This design comes from an exercise in tuning for small area and few clock cycles per item on the open sky130 flow, not from production work. Only simulation tests tie the RTL to the original design; equivalence was not proved. Power and IR drop assume default switching activity.

**design/flow/run.sh**
```bash
#!/bin/bash
# synth_recipe.tcl (not shown) runs the flow's synth.tcl, then flattens the netlist and writes it again
# the make line also repeats each setting of config.mk as NAME=value (left out here)
make -C /OpenROAD-flow-scripts/flow DESIGN_CONFIG=/design/flow/config.mk WORK_HOME=/design/flow/orfs CLKGATE_MAP_FILE= SYNTH_SCRIPT=/design/flow/synth_recipe.tcl finish
```
**design/flow/config.mk**
```make
export PLATFORM = sky130hd
export DESIGN_NAME = rv_int_core
export DESIGN_NICKNAME = rv_int_core
export VERILOG_FILES = /design/flow/design.v
export SDC_FILE = /design/flow/constraint.sdc
export NUM_CORES = 4
export LEC_CHECK = 0
export CAP_MARGIN = 20
export CORE_MARGIN = 2
export CORE_UTILIZATION = 40
export SLEW_MARGIN = 20
```
**design/flow/constraint.sdc**
```tcl
create_clock -name core_clock -period 5.5 [get_ports {clk}]
set_input_delay 1.1000 -clock core_clock [delete_from_list [all_inputs] [get_ports {clk}]]
set_output_delay 1.1000 -clock core_clock [all_outputs]
set_load 0.01 [all_outputs]
```
**design/flow/design.v**
```verilog
package rv_int_pkg;
    localparam int REG_ADDR_W = 5;
    localparam int NUM_REGS   = 32;
    localparam int INSTR_W    = 32;
    typedef logic [REG_ADDR_W-1:0] reg_addr_t;
    typedef enum logic [6:0] {
        OPC_REG = 7'b0110011,
        OPC_IMM = 7'b0010011
    } opcode_e;
    typedef enum logic [2:0] {
        ALU_ADD = 3'b000,
        ALU_SUB = 3'b001,
        ALU_AND = 3'b010,
        ALU_OR  = 3'b011,
        ALU_SLT = 3'b101
    } alu_op_e;
    localparam logic [2:0] FUNCT3_ADD = 3'b000;  
    localparam logic [2:0] FUNCT3_SLT = 3'b010;
    localparam logic [2:0] FUNCT3_OR  = 3'b110;
    localparam logic [2:0] FUNCT3_AND = 3'b111;
    localparam int OPC_LSB    = 0;
    localparam int OPC_MSB    = 6;
    localparam int RD_LSB     = 7;
    localparam int RD_MSB     = 11;
    localparam int FUNCT3_LSB = 12;
    localparam int FUNCT3_MSB = 14;
    localparam int RS1_LSB    = 15;
    localparam int RS1_MSB    = 19;
    localparam int RS2_LSB    = 20;
    localparam int RS2_MSB    = 24;
    localparam int FUNCT7_B5  = 30;  
    localparam int IMM_I_LSB  = 20;
    localparam int IMM_I_MSB  = 31;  
endpackage
module register_file #(
    parameter int XLEN = 32
) (
    input  logic                   clk,
    input  logic                   rst,
    input  rv_int_pkg::reg_addr_t  rd_addr1,
    input  rv_int_pkg::reg_addr_t  rd_addr2,
    input  logic                   wr_en,
    input  rv_int_pkg::reg_addr_t  wr_addr,
    input  logic [XLEN-1:0]        wr_data,
    output logic [XLEN-1:0]        rd_data1,
    output logic [XLEN-1:0]        rd_data2
);
    localparam int N = rv_int_pkg::NUM_REGS;
    logic [N-1:1][XLEN-1:0] regs;
    logic [N-1:1]           written;
    logic [N-1:1]           we;
    logic [N-1:1]           sel1;
    logic [N-1:1]           sel2;
    for (genvar i = 1; i < N; i++) begin : g_reg
        assign we[i]   = wr_en && (wr_addr == i);
        assign sel1[i] = written[i] && (rd_addr1 == i);
        assign sel2[i] = written[i] && (rd_addr2 == i);
        always_ff @(posedge clk or posedge rst) begin
            if (rst) begin
                written[i] <= 1'b0;
            end else if (we[i]) begin
                written[i] <= 1'b1;
            end
        end
        always_ff @(posedge clk) begin
            if (we[i]) begin
                regs[i] <= wr_data;
            end
        end
    end
    always_comb begin
        rd_data1 = '0;
        rd_data2 = '0;
        for (int i = 1; i < N; i++) begin
            rd_data1 = rd_data1 | ({XLEN{sel1[i]}} & regs[i]);
            rd_data2 = rd_data2 | ({XLEN{sel2[i]}} & regs[i]);
        end
    end
endmodule
module decode_stage (
    input  logic [rv_int_pkg::INSTR_W-1:0]  in_instr,
    output logic                            legal,
    output logic                            use_imm,
    output logic                            do_sub,
    output logic [2:0]                      funct3
);
    logic [6:0] opcode;
    assign opcode = in_instr[rv_int_pkg::OPC_MSB:rv_int_pkg::OPC_LSB];
    assign funct3 = in_instr[rv_int_pkg::FUNCT3_MSB:rv_int_pkg::FUNCT3_LSB];
    always_comb begin
        legal = 1'b0;
        if (opcode == rv_int_pkg::OPC_REG || opcode == rv_int_pkg::OPC_IMM) begin
            case (funct3)
                rv_int_pkg::FUNCT3_ADD,
                rv_int_pkg::FUNCT3_SLT,
                rv_int_pkg::FUNCT3_OR,
                rv_int_pkg::FUNCT3_AND: legal = 1'b1;
                default:                legal = 1'b0;
            endcase
        end
    end
    assign use_imm = !opcode[5];
    assign do_sub  = funct3[1] || (opcode[5] && in_instr[rv_int_pkg::FUNCT7_B5]);
endmodule
module execute_stage #(
    parameter int XLEN = 32
) (
    input  logic [XLEN-1:0]  op_a,
    input  logic [XLEN-1:0]  op_b,
    input  logic             do_sub,
    input  logic [2:0]       funct3,
    output logic [XLEN-1:0]  result
);
    logic [XLEN-1:0] sum;
    logic            less;
    assign sum  = op_a + (op_b ^ {XLEN{do_sub}}) + {{(XLEN-1){1'b0}}, do_sub};
    assign less = (op_a[XLEN-1] ^ op_b[XLEN-1]) ? op_a[XLEN-1] : sum[XLEN-1];
    always_comb begin
        if (funct3[2]) begin
            result = funct3[0] ? (op_a & op_b) : (op_a | op_b);
        end else begin
            result = funct3[1] ? {{(XLEN-1){1'b0}}, less} : sum;
        end
    end
endmodule
module result_stage #(
    parameter int XLEN = 32
) (
    input  logic                   clk,
    input  logic                   rst,
    input  logic                   in_valid,
    input  logic                   out_ready,
    input  rv_int_pkg::reg_addr_t  rd,
    input  logic [XLEN-1:0]        result,
    input  logic                   illegal,
    output logic                   advance,
    output logic                   out_valid,
    output rv_int_pkg::reg_addr_t  out_rd,
    output logic [XLEN-1:0]        out_data,
    output logic                   out_illegal
);
    assign advance = !out_valid || out_ready;
    always_ff @(posedge clk or posedge rst) begin
        if (rst) begin
            out_valid <= 1'b0;
        end else if (advance) begin
            out_valid <= in_valid;
        end
    end
    always_ff @(posedge clk) begin
        if (advance) begin
            out_rd      <= rd;
            out_data    <= result;
            out_illegal <= illegal;
        end
    end
endmodule
module rv_int_core #(
    parameter int XLEN = 32
) (
    input  logic                            clk,
    input  logic                            rst,
    input  logic                            in_valid,
    output logic                            in_ready,
    input  logic [rv_int_pkg::INSTR_W-1:0]  in_instr,
    output logic                            out_valid,
    input  logic                            out_ready,
    output rv_int_pkg::reg_addr_t           out_rd,
    output logic [XLEN-1:0]                 out_data,
    output logic                            out_illegal
);
    logic                   advance;
    logic                   legal;
    logic                   use_imm;
    logic                   do_sub;
    logic [2:0]             funct3;
    rv_int_pkg::reg_addr_t  rs1;
    rv_int_pkg::reg_addr_t  rs2;
    rv_int_pkg::reg_addr_t  rd;
    logic [XLEN-1:0]        imm_ext;
    logic [XLEN-1:0]        rs1_data;
    logic [XLEN-1:0]        rs2_data;
    logic [XLEN-1:0]        op_b;
    logic [XLEN-1:0]        result;
    logic                   wr_en;
    localparam int IMM_W = rv_int_pkg::IMM_I_MSB - rv_int_pkg::IMM_I_LSB + 1;
    assign rs1 = in_instr[rv_int_pkg::RS1_MSB:rv_int_pkg::RS1_LSB];
    assign rs2 = in_instr[rv_int_pkg::RS2_MSB:rv_int_pkg::RS2_LSB];
    assign rd  = in_instr[rv_int_pkg::RD_MSB:rv_int_pkg::RD_LSB];
    assign imm_ext = {{(XLEN-IMM_W){in_instr[rv_int_pkg::IMM_I_MSB]}},
                      in_instr[rv_int_pkg::IMM_I_MSB:rv_int_pkg::IMM_I_LSB]};
    assign in_ready = advance;
    assign wr_en    = in_valid && advance && legal;
    decode_stage u_decode (
        .in_instr (in_instr),
        .legal    (legal),
        .use_imm  (use_imm),
        .do_sub   (do_sub),
        .funct3   (funct3)
    );
    register_file #(
        .XLEN(XLEN)
    ) u_register_file (
        .clk      (clk),
        .rst      (rst),
        .rd_addr1 (rs1),
        .rd_addr2 (rs2),
        .wr_en    (wr_en),
        .wr_addr  (rd),
        .wr_data  (result),
        .rd_data1 (rs1_data),
        .rd_data2 (rs2_data)
    );
    assign op_b = use_imm ? imm_ext : rs2_data;
    execute_stage #(
        .XLEN(XLEN)
    ) u_execute (
        .op_a   (rs1_data),
        .op_b   (op_b),
        .do_sub (do_sub),
        .funct3 (funct3),
        .result (result)
    );
    result_stage #(
        .XLEN(XLEN)
    ) u_result (
        .clk         (clk),
        .rst         (rst),
        .in_valid    (in_valid),
        .out_ready   (out_ready),
        .rd          (rd),
        .result      (result),
        .illegal     (!legal),
        .advance     (advance),
        .out_valid   (out_valid),
        .out_rd      (out_rd),
        .out_data    (out_data),
        .out_illegal (out_illegal)
    );
endmodule
```
==> run summary <==
## cells in the final DEF (no fill, tap or decap), types with 24 or more instances in the layout
master              n
a21oi_1            24
a221oi_1          195
a221oi_2           42
a222oi_1           35
a22o_1            217
a22oi_1           436
and3_4             47
buf_12            151
buf_4             579
buf_6              53
clkbuf_16         119
clkdlybuf4s50_1    63
dfrtp_1            32
edfxtp_1         1030
maj3_1             31
nand2_1           137
nand3_1           121
nand4_1            98
nor2_1             36
nor2_4             25
or2_2              35
xnor2_1            30
## registers in the layout (all words and copies together) (netlist names)
signal                   flops
u_result.out_rd              5
u_result.out_illegal         1
u_register_file.regs       992
u_result.out_valid           1
u_register_file.written     31
u_result.out_data           32
## through the flow
step	setup slack [ps]	util (%)	hold WS [ps]	total power, mW	cells
final	-269	53.8	514	18.5	5608
after global routing	-396	53.8	526	18.9	5604
after CTS	-181	53.2	501	18.5	5581
after detailed placement	-1890	48.4	477	10.2	5305
after global placement	-1940	48.4	466	10.2	5305
after floorplan	-318	-	446	9.59	3230
## cell families after synthesis
kind of cell | synth area share, %
compound gates | 19.2
xor+xnor | 1.05
flops | 68.2
buf+inv | 2.08
mux | 0.0511
fa+ha+maj | 1.57
simple gates | 7.78
## cell usage after synthesis, types with 8 or more instances
cell type     n
and3_1       75
maj3_1       31
a22o_1      219
nand3_1     122
clkbuf_1    180
nand4_1      98
inv_1        14
or2_2        35
ha_1         32
buf_2         8
or4_1        24
nor2_1       64
dfrtp_1      32
buf_1        43
a222oi_1     35
nor2b_1      12
a21oi_1      34
o21ai_0      46
edfxtp_1   1030
nor3_1       41
a22oi_1     444
nand2_1     138
a221oi_1    235
xnor2_1      41
a21o_1       17
a31oi_1      27
xor2_1       15
nand2b_1     18
or3_1        10
## where the power goes
group | internal [mW] | leakage [nW] | switching, mW | total, mW
Combinational | 0.491 | 10.1 | 0.685 | 1.18
Sequential | 9.00 | 10.2 | 0.0137 | 9.01
Clock | 4.82 | 1.94 | 3.53 | 8.35
Total | 14.3 | 22.2 | 4.23 | 18.5
## worst paths after layout
kind | start | to | slack, ps | depth (start not counted)
hold reg to reg | u_register_file.written[3]$_DFFE_PP0P_ | u_register_file.written[3]$_DFFE_PP0P_ | 510 | 1
setup reg to reg | u_register_file.written[1]$_DFFE_PP0P_ | u_register_file.regs[574]$_DFFE_PP_ | -10 | 23
min in group asynchronous | rst | u_register_file.written[5]$_DFFE_PP0P_ | 810 | 3
max in group asynchronous | rst | u_register_file.written[10]$_DFFE_PP0P_ | 4320 | 3
hold / removal | u_register_file.written[3]$_DFFE_PP0P_ | u_register_file.written[3]$_DFFE_PP0P_ | 510 | 1
setup / recovery | in_instr[23] | u_register_file.regs[574]$_DFFE_PP_ | -270 | 25
## repair_timing
item / 4_1_cts / 5_1_grt
gates resized for setup: 236 / 95
gates cloned: 14 / 2
endpoints found under the hold margin: 0 / 0
pin swaps: 49 / 83
endpoints found under the setup margin: 608 / 448
setup buffers: 50 / 22
## worst max-delay path, cell delays in order
cell       delay (ps)
buf_8             110
buf_8             130
nor3b_4           150
buf_4             160
buf_4             140
a221oi_1          350
a31oi_2            90
o41ai_4           550
mux2i_4           160
fa_2              480
a211oi_4          310
o21ai_4           130
a311oi_4          270
o2111ai_2         170
and3_4            180
a221o_1           380
a41oi_2           240
a21oi_2           120
a31oi_1           180
buf_4             160
xor2_4            160
buf_12            140
buf_12            100
o21ai_4            80
clkbuf_16         210
## area by class of cell
type                    count  area (um^2)
clock inverters            90         1100
diodes                      5         12.5
clock buffers             124         2900
multi-input cells        1922        15600
repair buffers            867         8950
fillers                  9555        53500
inverters                  14         52.6
well taps                1524         1910
flip-flops and latches   1062        31700
## routing by layer
| metal | vias to the layer above | track usage (%) | part of all wire [%] | wire, um |
|---|---|---|---|---|
| li1 | 15300 | - | - | - |
| met1 | 20900 | 57.0 | 35 | 92600 |
| met2 | 4828 | 59.7 | 40 | 104000 |
| met3 | 1296 | 17.1 | 17 | 43600 |
| met4 | 4 | 25.9 | 7.9 | 20700 |
| met5 | - | 0 | 0.0096 | 25 |
==> run summary <==
- Status: failed layout checks
- SO Faults: setup timing
- Site row count: between 100 and 150
- Vias per cell: 7.55
- EDFF count, synth: 1030
- IO Port Bufs: 75
- Crit path time final: 5770 ps
- Die Width: 345 um
- Insertion delay to the later sink of the worst-skew pair: ~750 ps
- Final hold violations: 0
- Post-route setup slack: -269 ps
- DP Wirelength: 168 mm
- P&R area growth vs syn: 33.8%
- Post-layout instance area: just over 60000 um^2
- Cts bufs inserted: around 110
- Clock tree buffer depth: 3
- Mapped cell area: 46500 um^2
- Synth area leader: edfxtp_1
- Pwr dens: 298 nW/um^2
- Synth warnings: 4
- CTS tree: built
- Pleak: 22.2 nW
- Setup TNS: -23330 ps
- # Max-Cap Violations: 0
- Post-synthesis sequential area ratio: 68.2%
- Worst Max-Slew Pin Slew: 1200 ps
- Initial drt markers: slightly below 10000
- Layout cells sized above 1: 32.4%
- HP Class: reg2reg
- Routed Antenna Nets: 0
- Synthesized instance count: 3230
- Grt total ovfl: 0
- # setup viols final: 176
- Sinks on Clock Net: roughly 1100
- Unrepaired setup endpoints after global routing: true
- Startpoint Class: primary input
- Vias in the first global route: 39400
- Die height: 345 um
- Async S/R FF share, synth: under 10%
- Post-synthesis register bit count: between 1000 and 1500
- # IOs: 76
- VDD IR max: 0.281 mV
- Final Cycle Share: 105%
- Element type at the critical path end: register
- Core box area: 116000 um^2
- Top cells by area, synth: edfxtp_1 67%, a22oi_1 7.2%, a221oi_1 4.4%
- WL/cell: 46.5 um
- Final nets: 4050
- Initial antenna violation count: 4
- Setup Crit Path Kind: in2reg
- Placed Instance Area: 56000 um^2
- Avg Cell Area, Syn: about 14 um^2
- Total length of routed wires: 261 mm
- Area share of the largest cell type after synthesis: 66.5%
- Clock-pin slew on the worst setup and hold paths: 70 ps
- WP data arrival: 6270 ps
- Largest net degree at the start of global routing: 36
- DRC: 0
- Overall global routing resource usage: between 40% and 50%
- Post-Synthesis Net Count: 3299
- TritonRoute pass-1 iters: 12
- Slew headroom: 20.0%
- Die area: 119000 um^2
- CTS H-Tree Depth: 3
- RePlAce Congestion: 1.04
- Main synth FF type: edfxtp_1
- Netlist cell types: 81
- Initial core utilization: around two fifths
- Hold_buf cts: 0
- Clk_skew: 31.3 ps
- Max Fclk: 0.173 GHz
- Final slew viol count: 0
- Via count: between 40000 and 50000
- First-pass GRT wire length: around 350 mm
- Critical-path maximum fanout: 6
- Root Buffer: clkbuf_16
- Required @ worst endpoint: 6000 ps
Testbench counts, summed over its fixed seeds: cycles 12,008, items 12,000.

==> static timing again, ports no longer ideal <==
In the flow no input, the clock included, has a driving cell. The finished layout below was timed again as built, in two steps.
Step 1 assumes that a clkbuf_16 drives the clock port and a buf_2 every other input.
Step 2 times the ports against the registers' clock, not the clock port: input delays grow and output delays shrink by t, the midpoint of the rising clock arrivals with the driver on.
a / b / c = ideal ports / drivers / drivers and shift; a / b = the first two.
shift t [ns]: 0.817
slack for setup (ns): -0.269 / -0.230 / -1.047
hold slack, ns: 0.514 / 0.514 / 0.514
For this run, drivers alone change the setup slack by +0.039 ns; drivers and shift together by -0.778 ns.
